Background: an optimization exercise with open tools, aiming at small area, a short achievable clock period and few clock cycles per item. Do not read the settings as production practice.
In this exercise RTL edits were held to simulation tests only and were not proved equivalent to the original.
Power and IR drop assume default switching activity.

## bark_difference_hash_bits_core
module bark_difference_hash_bits_core #(
    parameter int NUM_BANDS    = 33,
    parameter int ENERGY_WIDTH = 32
) (
    input  logic                          aclk,
    input  logic                          aresetn,
    input  logic                          cfg_valid,
    output logic                          cfg_ready,
    input  bdh_pkg::cfg_idx_t             cfg_index,
    input  logic [bdh_pkg::CFG_DATA_W-1:0] cfg_data,
    input  logic                          s_tvalid,
    output logic                          s_tready,
    input  logic [bdh_pkg::S_TDATA_W-1:0] s_tdata,    
    input  logic [0:0]                    s_tuser,    
    output logic                          m_tvalid,
    input  logic                          m_tready,
    output logic [bdh_pkg::M_TDATA_W-1:0] m_tdata,
    output logic [0:0]                    m_tuser,    
    output logic                          m_tlast     
);
    localparam int NP = 32;      
    localparam int HW = 34;      
    logic [31:0] energy_thr_reg, diff_thr_reg;
    logic [5:0]  toggle_cnt_reg;
    logic        in_v_reg;               
    logic [31:0] in_e_reg;
    logic        in_u_reg;
    logic [5:0]  band_cnt_reg;           
    logic        band0_reg;              
    logic        first_reg;
    logic [31:0] prev_e_reg;
    logic [HW-1:0] a_reg;                
    logic [32:0]   dsel_reg;             
    logic [NP-1:0][32:0] dq;             
    logic          st_v_reg;
    logic [HW-1:0] st_h_reg;             
    logic          st_loud_reg;
    logic [4:0]    st_idx_reg;
    logic [31:0]   hash_acc_reg;
    logic [NP-1:0][HW-1:0] sh;           
    logic [NP-1:0][4:0]    sk;           
    logic [NP-1:0][4:0]    sx;           
  ...
Size in the first run: roughly 130 I/O pins, ~0.14 mm^2 of cells after synthesis.
Settings: LEC_CHECK=0, CAP_MARGIN=20, CORE_MARGIN=2, CORE_UTILIZATION=45, CTS_BUF_LIST=sky130_fd_sc_hd__clkbuf_8, CTS_CLUSTER_DIAMETER=50, CTS_CLUSTER_SIZE=16, SETUP_SLACK_MARGIN=5, SLEW_MARGIN=20; clock period 9.0 ns.
standard.sh (not shown) runs the stock make flow with config.mk's settings and CLKGATE_MAP_FILE= SYNTH_SCRIPT=/design/flow/synth_recipe.tcl, a recipe that flattens the netlist after the stock synthesis.
==> flow/flow/run.sh <==
#!/bin/bash
set -euo pipefail
sed -e 's/SETUP_SLACK_MARGIN=[0-9.]*/SETUP_SLACK_MARGIN=5.8/' standard.sh > standard_margin.sh
grep -q 'SETUP_SLACK_MARGIN=5.8' standard_margin.sh
bash standard_margin.sh > standard_flow.log 2>&1
Testbench counts at the start, summed over its fixed seeds: cycles 7,800, frames 192.
Change:
--- a/flow/design.v
+++ b/flow/design.v
@@ -76,15 +76,14 @@
     logic [31:0] in_e_reg;
     logic        in_u_reg;
     logic [5:0]  band_cnt_reg;           
     logic        band0_reg;              
     logic        first_reg;
     logic [31:0] prev_e_reg;
     logic [HW-1:0] a_reg;                
-    logic [32:0]   dsel_reg;             
     logic [NP-1:0][32:0] dq;             
     logic          st_v_reg;
     logic [HW-1:0] st_h_reg;             
     logic          st_loud_reg;
     logic [4:0]    st_idx_reg;
     logic [31:0]   hash_acc_reg;
     logic [NP-1:0][HW-1:0] sh;           
@@ -109,20 +108,19 @@
     logic        m_valid_reg;
     logic [4:0]  m_rank_reg, m_idx_reg;
     logic        m_tv_reg, m_last_reg;
     logic        q_valid_reg;            
     logic [4:0]  q_rank_reg, q_idx_reg;
     logic        q_tv_reg, q_last_reg;
     logic step_reg, mv_reg, ins_reg, in_take_reg;
-    logic rst_d_reg;                     
     logic step, mv, ins, in_take;
-    assign step    = step_reg && !rst_d_reg;
-    assign mv      = mv_reg && !rst_d_reg;
-    assign ins     = ins_reg && !rst_d_reg;
-    assign in_take = in_take_reg && !rst_d_reg;
+    assign step    = step_reg;
+    assign mv      = mv_reg;
+    assign ins     = ins_reg;
+    assign in_take = in_take_reg;
     assign cfg_ready = 1'b1;
     assign s_tready  = !in_v_reg || in_take;
     logic in_v_n, st_v_n, fc_n, active_n, m_valid_n, q_valid_n, rank0_n, zero_n, band0_n;
     logic step_n, ins_ok_n;
     always_comb begin
         in_v_n    = (s_tvalid && s_tready) || (in_v_reg && !in_take);
         st_v_n    = (in_take && !band0_reg) || (st_v_reg && !ins);
@@ -134,31 +132,31 @@
         end else begin
             m_valid_n = m_valid_reg;
             q_valid_n = q_valid_reg || step;
         end
         rank0_n   = fc_reg || (rank0_reg && !step);
         zero_n    = fc_reg ? (toggle_cnt_reg == 6'd0) : zero_reg;
         band0_n   = in_take ? (!band0_reg && band_cnt_reg == 6'd32) : band0_reg;
+        if (!aresetn) begin
+            in_v_n = 1'b0; st_v_n = 1'b0; fc_n = 1'b0; active_n = 1'b0;
+            m_valid_n = 1'b0; q_valid_n = 1'b0; band0_n = 1'b1;
+        end
         step_n   = active_n && !q_valid_n && (!rank0_n || !m_valid_n);
         ins_ok_n = !fc_n && (!active_n || step_n);
     end
     logic [32:0]   d_new;
     logic [HW-1:0] h_new, a_next;
     logic          loud, first_next;
     assign d_new  = {1'b0, prev_e_reg} - {1'b0, in_e_reg};
     assign h_new  = a_reg - {2'b00, in_e_reg};
     assign loud   = (prev_e_reg > energy_thr_reg) || (in_e_reg > energy_thr_reg);
     assign first_next = band0_reg ? (first_reg || in_u_reg) : first_reg;
-    assign a_next = first_next ? {2'b00, in_e_reg}
-                               : {2'b00, in_e_reg} - {dsel_reg[32], dsel_reg};
-    logic [32:0] dsel_n;
-    always_comb begin
-        if (in_take && !band0_reg) dsel_n = band0_n ? dq[1] : dq[2];
-        else                       dsel_n = band0_n ? dq[0] : dq[1];
-    end
+    assign a_next = {2'b00, in_e_reg}
+                  - (first_next ? {HW{1'b0}}
+                                : (band0_reg ? {dq[0][32], dq[0]} : {dq[1][32], dq[1]}));
     logic h_bit;
     assign h_bit = st_loud_reg && (st_h_reg > {1'b1, 1'b0, diff_thr_reg});
     logic [NP-1:0] lt, gt;               
     genvar gn;
     generate
         for (gn = 0; gn < NP; gn++) begin : g_cmp
             assign lt[gn] = lm_reg[gn] && (sh[gn] < st_h_reg);
@@ -192,15 +190,15 @@
     always_comb begin
         add_at = '0;
         add_at[NP-1] = !moved_reg;
         add_at[NP-2] = moved_reg;
     end
     logic [NP-1:0] cand, win, incl;
     always_comb begin
-        cand = sc;
+        cand = sc & mask_reg;
         incl = cand;
         for (int l = 0; l < 5; l++)
             for (int j = 0; j < NP; j++)
                 if ((j >> l) & 1) incl[j] = incl[j] | incl[((j >> l) << l) - 1];
         win[0] = cand[0];
         for (int j = 1; j < NP; j++) win[j] = cand[j] && !incl[j-1];
     end
@@ -210,15 +208,14 @@
         for (int j = 0; j < NP; j++) win_idx = win_idx | (win[j] ? sx[j] : 5'd0);
     end
     logic [NP-1:0] cnext;
     always_comb begin
         for (int j = 0; j < NP; j++)
             cnext[j] = si[j] ? (sk[j] <= rank_reg) : (sk[j] <= rank1_reg);
         if (pend_reg) cnext[NP-1] = z_reg || one_reg;
-        cnext = cnext & mask_reg;
     end
     always_ff @(posedge aclk) begin
         if (s_tvalid && s_tready) begin
             in_e_reg <= s_tdata;
             in_u_reg <= s_tuser[0];
         end
         if (in_take) begin
@@ -259,15 +256,14 @@
             sk[NP-1] <= 5'd0;
             sx[NP-1] <= st_idx_reg;
         end else begin
             sk[NP-1] <= sk[NP-1] + (add_at[NP-1] ? ksum : 5'd0);
         end
         si[NP-1] <= 1'b0;
         if (fc_reg) sc[NP-1] <= (pl_reg == '0);
-        else if (ins || mv) sc[NP-1] <= 1'b0;
         pl_reg    <= ins ? lt : '0;
         h0_reg    <= h0;
         h1_reg    <= h1;
         moved_reg <= ins;
         if (fc_reg) begin
             z_reg   <= (pl_reg == '0);
             one_reg <= pl_one;
@@ -301,16 +297,14 @@
             rank_reg   <= rank1_reg;
             rank1_reg  <= rank1_reg + 5'd1;
             rank0_reg  <= 1'b0;
             left_reg   <= left_reg - 6'd1;
             mask_reg   <= {1'b0, mask_reg[NP-1:1]};
         end
         pend_reg <= fc_reg;
-        dsel_reg <= dsel_n;
-        rst_d_reg <= !aresetn;
         step_reg    <= step_n;
         mv_reg      <= step_n && !zero_n;
         ins_reg     <= st_v_n && ins_ok_n;
         in_take_reg <= in_v_n && (band0_n || !st_v_n || ins_ok_n);
         if (fc_reg) begin
             rank_reg  <= 5'd0;
             rank1_reg <= 5'd1;
Synthesized area went down by 0.83%.
Utilization rises by 0.11 points.
Hold slack gets better by 33 ps.
Total power fell by 3.1%.
Via count goes down by 2.3%.
Testbench counts after the change, summed over its fixed seeds: cycles 7,800, frames 192.

-- static timing again, ports no longer ideal --
Ports are ideal in the flow. The routed layouts listed here were re-timed in OpenROAD. Step 1, drivers: a clkbuf_16 drives aclk and a buf_2 each remaining input, both assumed. Step 2 also shifts input and output timing later by t, the mid clock arrival at the registers, as if the neighbouring blocks saw the same clock. Three values: ideal, step 1, step 2; two values: the first two.
| run | shift t [ns] | setup WS [ns] | worst setup path after step 2 |
|---|---|---|---|
| the first run | 1.165 | 5.099 / 4.994 / 4.985 | input to register |
| the second run | 1.129 | 5.455 / 5.379 / 5.054 | input to register |
After both steps setup and hold are still met in every run listed. For the second run, which loses most, drivers alone change the setup slack by -0.076 ns; drivers and shift together by -0.401 ns.
